Context: an optimization exercise on an open-source flow, tuned for small area and a short achievable clock period. The choices shown serve that exercise and are no tape-out recipe.
At most, simulation tests tie the RTL to the original design; equivalence was not proved.

==> 08-12: inputs <==
// twiddle_mult
module twiddle_mult
#(
    parameter int DATA_W    = 32,
    parameter int START_CNT = 64
) (
    input  logic              clk,
    input  logic              rst_n,
    input  logic [7:0]        cnt,
    input  logic [DATA_W-1:0] data_in,
    output logic [DATA_W-1:0] data_out
);
    logic [5:0]  cr_s1, cr_s2, cr_ng, ci_s1, ci_s2, ci_ng, mci_ng;
    twiddle_gen i_twiddle_gen (
        .clk (clk), .rst_n (rst_n), .cnt (cnt),
        .cr_s1 (cr_s1), .cr_s2 (cr_s2), .cr_ng (cr_ng),
        .ci_s1 (ci_s1), .ci_s2 (ci_s2), .ci_ng (ci_ng),
        .mci_ng (mci_ng)
    );
    cmplx_mult_scale i_cmplx_mult_scale (
        .clk (clk), .rst_n (rst_n), .data_in (data_in),
        .cr_s1 (cr_s1), .cr_s2 (cr_s2), .cr_ng (cr_ng),
        .ci_s1 (ci_s1), .ci_s2 (ci_s2), .ci_ng (ci_ng),
        .mci_ng (mci_ng),
        .data_out (data_out)
    );
endmodule
==> module twiddle_gen, before the edit <==
module twiddle_gen (
    input  logic        clk,
    input  logic        rst_n,
    input  logic [7:0]  cnt,
    output logic [5:0]  cr_s1,
    output logic [5:0]  cr_s2,
    output logic [5:0]  cr_ng,
    output logic [5:0]  ci_s1,
    output logic [5:0]  ci_s2,
    output logic [5:0]  ci_ng,
    output logic [5:0]  mci_ng
);
    logic [4:0] pos;
    logic [4:0] idx_d;
    logic [4:0] idx_q;
    assign pos = cnt[4:0];
    always_comb begin
        case (cnt[7:5])
            3'd2: idx_d = pos;
            3'd3: idx_d = {pos[3:0], 1'b0};
            3'd4: idx_d = {pos[2:0], 2'b0};
            3'd5: idx_d = {pos[1:0], 3'b0};
            3'd6: idx_d = {pos[0], 4'b0};
            default: idx_d = 5'd0;
        endcase
    end
    always_ff @(posedge clk) begin
        if (!rst_n) idx_q <= 5'd0;
        else        idx_q <= idx_d;
    end
    logic [31:0] oh;
    assign oh = 32'd1 << idx_q;
    assign cr_s1[0] = |(oh & 32'h516272ea);
    assign cr_s1[1] = |(oh & 32'hf522895e);
    assign cr_s1[2] = |(oh & 32'h778823dc);
    assign cr_s1[3] = |(oh & 32'h354c6558);
    assign cr_s1[4] = |(oh & 32'h078c63c0);
    assign cr_s1[5] = |(oh & 32'hffc007ff);
    assign cr_s2[0] = |(oh & 32'h00880810);
    assign cr_s2[1] = |(oh & 32'h0adc76a0);
    assign cr_s2[2] = |(oh & 32'h00228800);
    assign cr_s2[3] = |(oh & 32'h08929220);
    assign cr_s2[4] = |(oh & 32'h00701c00);
    assign cr_s2[5] = |(oh & 32'h00000000);
    assign cr_ng[0] = |(oh & 32'h41ca58fa);
    assign cr_ng[1] = |(oh & 32'h3f362606);
    assign cr_ng[2] = |(oh & 32'h2780a814);
    assign cr_ng[3] = |(oh & 32'h044a5338);
    assign cr_ng[4] = |(oh & 32'h003c07c0);
    assign cr_ng[5] = |(oh & 32'hffc00000);
    assign ci_s1[0] = |(oh & 32'h8d145162);
    assign ci_s1[1] = |(oh & 32'h895ef522);
    assign ci_s1[2] = |(oh & 32'h23dc7788);
    assign ci_s1[3] = |(oh & 32'h6558354c);
    assign ci_s1[4] = |(oh & 32'h63c0078c);
    assign ci_s1[5] = |(oh & 32'h07ffffc0);
    assign ci_s2[0] = |(oh & 32'h22000088);
    assign ci_s2[1] = |(oh & 32'h76a00adc);
    assign ci_s2[2] = |(oh & 32'h88000022);
    assign ci_s2[3] = |(oh & 32'h92200892);
    assign ci_s2[4] = |(oh & 32'h1c000070);
    assign ci_s2[5] = |(oh & 32'h00000000);
    assign ci_ng[0] = |(oh & 32'ha70441ca);
    assign ci_ng[1] = |(oh & 32'hd9f83f36);
    assign ci_ng[2] = |(oh & 32'h03c82780);
    assign ci_ng[3] = |(oh & 32'ha440044a);
    assign ci_ng[4] = |(oh & 32'h7800003c);
    assign ci_ng[5] = |(oh & 32'h07ffffc0);
    assign mci_ng[0] = |(oh & 32'h08101020);
    assign mci_ng[1] = |(oh & 32'h2606c0c8);
    assign mci_ng[2] = |(oh & 32'ha814502a);
    assign mci_ng[3] = |(oh & 32'h53383994);
    assign mci_ng[4] = |(oh & 32'h07c007c0);
    assign mci_ng[5] = |(oh & 32'h00000000);
endmodule
export LEC_CHECK = 0
export CAP_MARGIN = 20
export CORE_MARGIN = 2
export CORE_UTILIZATION = 40
export SETUP_SLACK_MARGIN = 3
export SLEW_MARGIN = 20
export SYNTH_HIERARCHICAL = 1
export SYNTH_MINIMUM_KEEP_SIZE = 0
export TNS_END_PERCENT = 100
create_clock -name core_clock -period 8.0 [get_ports {clk}]
run.sh (not shown) runs the stock make flow with config.mk's settings and CLKGATE_MAP_FILE= SYNTH_SCRIPT=/design/flow/synth_recipe.tcl, a recipe that flattens the netlist after the stock synthesis.
==> 01-08: changes against 08-12 <==
--- a/flow/design.v
+++ b/flow/design.v
@@ -24,7 +24,6 @@
 );
     logic [4:0] pos;
     logic [4:0] idx_d;
-    logic [4:0] idx_q;
     assign pos = cnt[4:0];
     always_comb begin
         case (cnt[7:5])
@@ -36,54 +35,76 @@
             default: idx_d = 5'd0;
         endcase
     end
+    logic [31:0] oh;
+    assign oh = 32'd1 << idx_d;
+    logic [5:0] cr_s1_d;
+    assign cr_s1_d[0] = |(oh & 32'h516272ea);
+    assign cr_s1_d[1] = |(oh & 32'hf522895e);
+    assign cr_s1_d[2] = |(oh & 32'h778823dc);
+    assign cr_s1_d[3] = |(oh & 32'h354c6558);
+    assign cr_s1_d[4] = |(oh & 32'h078c63c0);
+    assign cr_s1_d[5] = |(oh & 32'hffc007ff);
+    logic [5:0] cr_s2_d;
+    assign cr_s2_d[0] = |(oh & 32'h00880810);
+    assign cr_s2_d[1] = |(oh & 32'h0adc76a0);
+    assign cr_s2_d[2] = |(oh & 32'h00228800);
+    assign cr_s2_d[3] = |(oh & 32'h08929220);
+    assign cr_s2_d[4] = |(oh & 32'h00701c00);
+    assign cr_s2_d[5] = |(oh & 32'h00000000);
+    logic [5:0] cr_ng_d;
+    assign cr_ng_d[0] = |(oh & 32'h41ca58fa);
+    assign cr_ng_d[1] = |(oh & 32'h3f362606);
+    assign cr_ng_d[2] = |(oh & 32'h2780a814);
+    assign cr_ng_d[3] = |(oh & 32'h044a5338);
+    assign cr_ng_d[4] = |(oh & 32'h003c07c0);
+    assign cr_ng_d[5] = |(oh & 32'hffc00000);
+    logic [5:0] ci_s1_d;
+    assign ci_s1_d[0] = |(oh & 32'h8d145162);
+    assign ci_s1_d[1] = |(oh & 32'h895ef522);
+    assign ci_s1_d[2] = |(oh & 32'h23dc7788);
+    assign ci_s1_d[3] = |(oh & 32'h6558354c);
+    assign ci_s1_d[4] = |(oh & 32'h63c0078c);
+    assign ci_s1_d[5] = |(oh & 32'h07ffffc0);
+    logic [5:0] ci_s2_d;
+    assign ci_s2_d[0] = |(oh & 32'h22000088);
+    assign ci_s2_d[1] = |(oh & 32'h76a00adc);
+    assign ci_s2_d[2] = |(oh & 32'h88000022);
+    assign ci_s2_d[3] = |(oh & 32'h92200892);
+    assign ci_s2_d[4] = |(oh & 32'h1c000070);
+    assign ci_s2_d[5] = |(oh & 32'h00000000);
+    logic [5:0] ci_ng_d;
+    assign ci_ng_d[0] = |(oh & 32'ha70441ca);
+    assign ci_ng_d[1] = |(oh & 32'hd9f83f36);
+    assign ci_ng_d[2] = |(oh & 32'h03c82780);
+    assign ci_ng_d[3] = |(oh & 32'ha440044a);
+    assign ci_ng_d[4] = |(oh & 32'h7800003c);
+    assign ci_ng_d[5] = |(oh & 32'h07ffffc0);
+    logic [5:0] mci_ng_d;
+    assign mci_ng_d[0] = |(oh & 32'h08101020);
+    assign mci_ng_d[1] = |(oh & 32'h2606c0c8);
+    assign mci_ng_d[2] = |(oh & 32'ha814502a);
+    assign mci_ng_d[3] = |(oh & 32'h53383994);
+    assign mci_ng_d[4] = |(oh & 32'h07c007c0);
+    assign mci_ng_d[5] = |(oh & 32'h00000000);
     always_ff @(posedge clk) begin
-        if (!rst_n) idx_q <= 5'd0;
-        else        idx_q <= idx_d;
+        if (!rst_n) begin
+            cr_s1 <= 6'd32;
+            cr_s2 <= 6'd0;
+            cr_ng <= 6'd0;
+            ci_s1 <= 6'd0;
+            ci_s2 <= 6'd0;
+            ci_ng <= 6'd0;
+            mci_ng <= 6'd0;
+        end else begin
+            cr_s1 <= cr_s1_d;
+            cr_s2 <= cr_s2_d;
+            cr_ng <= cr_ng_d;
+            ci_s1 <= ci_s1_d;
+            ci_s2 <= ci_s2_d;
+            ci_ng <= ci_ng_d;
+            mci_ng <= mci_ng_d;
+        end
     end
-    logic [31:0] oh;
-    assign oh = 32'd1 << idx_q;
-    assign cr_s1[0] = |(oh & 32'h516272ea);
-    assign cr_s1[1] = |(oh & 32'hf522895e);
-    assign cr_s1[2] = |(oh & 32'h778823dc);
-    assign cr_s1[3] = |(oh & 32'h354c6558);
-    assign cr_s1[4] = |(oh & 32'h078c63c0);
-    assign cr_s1[5] = |(oh & 32'hffc007ff);
-    assign cr_s2[0] = |(oh & 32'h00880810);
-    assign cr_s2[1] = |(oh & 32'h0adc76a0);
-    assign cr_s2[2] = |(oh & 32'h00228800);
-    assign cr_s2[3] = |(oh & 32'h08929220);
-    assign cr_s2[4] = |(oh & 32'h00701c00);
-    assign cr_s2[5] = |(oh & 32'h00000000);
-    assign cr_ng[0] = |(oh & 32'h41ca58fa);
-    assign cr_ng[1] = |(oh & 32'h3f362606);
-    assign cr_ng[2] = |(oh & 32'h2780a814);
-    assign cr_ng[3] = |(oh & 32'h044a5338);
-    assign cr_ng[4] = |(oh & 32'h003c07c0);
-    assign cr_ng[5] = |(oh & 32'hffc00000);
-    assign ci_s1[0] = |(oh & 32'h8d145162);
-    assign ci_s1[1] = |(oh & 32'h895ef522);
-    assign ci_s1[2] = |(oh & 32'h23dc7788);
-    assign ci_s1[3] = |(oh & 32'h6558354c);
-    assign ci_s1[4] = |(oh & 32'h63c0078c);
-    assign ci_s1[5] = |(oh & 32'h07ffffc0);
-    assign ci_s2[0] = |(oh & 32'h22000088);
-    assign ci_s2[1] = |(oh & 32'h76a00adc);
-    assign ci_s2[2] = |(oh & 32'h88000022);
-    assign ci_s2[3] = |(oh & 32'h92200892);
-    assign ci_s2[4] = |(oh & 32'h1c000070);
-    assign ci_s2[5] = |(oh & 32'h00000000);
-    assign ci_ng[0] = |(oh & 32'ha70441ca);
-    assign ci_ng[1] = |(oh & 32'hd9f83f36);
-    assign ci_ng[2] = |(oh & 32'h03c82780);
-    assign ci_ng[3] = |(oh & 32'ha440044a);
-    assign ci_ng[4] = |(oh & 32'h7800003c);
-    assign ci_ng[5] = |(oh & 32'h07ffffc0);
-    assign mci_ng[0] = |(oh & 32'h08101020);
-    assign mci_ng[1] = |(oh & 32'h2606c0c8);
-    assign mci_ng[2] = |(oh & 32'ha814502a);
-    assign mci_ng[3] = |(oh & 32'h53383994);
-    assign mci_ng[4] = |(oh & 32'h07c007c0);
-    assign mci_ng[5] = |(oh & 32'h00000000);
 endmodule
 module cmplx_mult_scale (
     input  logic        clk,
==> results.yml <==
setup_path:
  worst-endpoint-arrival_ns: 5.22
  cp_data_required_time_ns: 8.32
  ff2ff_path_depth: 7
  slowest_delay_ns: 0.60
sta:
  min_period_over_period_pct: 61.4
route:
  viasPerCell: 6.23
  drtPass1Iterations: 6
run_status:
  result_of_the_run: "complete, no violations"
layout:
  layout.core_utilization_pct: 43.7
  multi_input_gate_share_of_total_cell_area_pct: 77.4
  inverters: 16
  share_of_layout_cells_above_drive_strength_1_pct: 8.01
power_and_ir_drop:
  switching_share_pct: 47.0
  static_leakage_nw: 8.21
clock_network:
  postcts_setup_bufs: 0
Source of the figures above: 01-08

==> results.yml <==
run_status:
  result_of_the_run: "complete, no violations"
clock_network:
  postcts_setup_bufs: 26
sta:
  slew_viol_final: 0
route:
  viasPerCell: 6.20
  drtPass1Iterations: 17
  vias: 15800
setup_path:
  cp_data_required_time_ns: 8.26
  worst-endpoint-arrival_ns: 5.25
  slowest_delay_ns: 0.51
  ff2ff_path_depth: 11
layout:
  layout.core_utilization_pct: 45.7
  share_of_layout_cells_above_drive_strength_1_pct: 10.9
  multi_input_gate_share_of_total_cell_area_pct: 78.5
  seq_area_share_pct: 8.31
  inverters: 17
power_and_ir_drop:
  static_leakage_nw: 8.00
  switching_share_pct: 47.9
yosys:
  syn-cell-area_um2: 19000
  yosys_warnings: 8
Source of the figures above: 08-12

No functional check of the RTL was part of 01-08.

==> what the ideal ports hide <==
No port has a modelled driver above. Below, the same layouts with a new extraction and two added sets of constraints.
Step 1 sets driving cells, clkbuf_16 on the clock port and buf_2 on the other inputs (assumed; they add their load-dependent delay and slew).
Step 2 times the ports against the registers' clock, not the clock port: input delays grow and output delays shrink by t, the midpoint of the rising clock arrivals with the driver on.
Slacks: ideal / step 1 / step 2; pairs: ideal / step 1.
run	t (ns)	slack for setup (ns)	cell pins on the clock port's net
08-12	0.428	3.014 / 3.047 / 2.618	1
01-08	0.507	3.091 / 3.105 / 2.614	1
After both steps every run listed still meets setup and hold. The setup slack of 01-08, which loses most, moves by +0.014 ns with the drivers and by -0.477 ns with both steps.
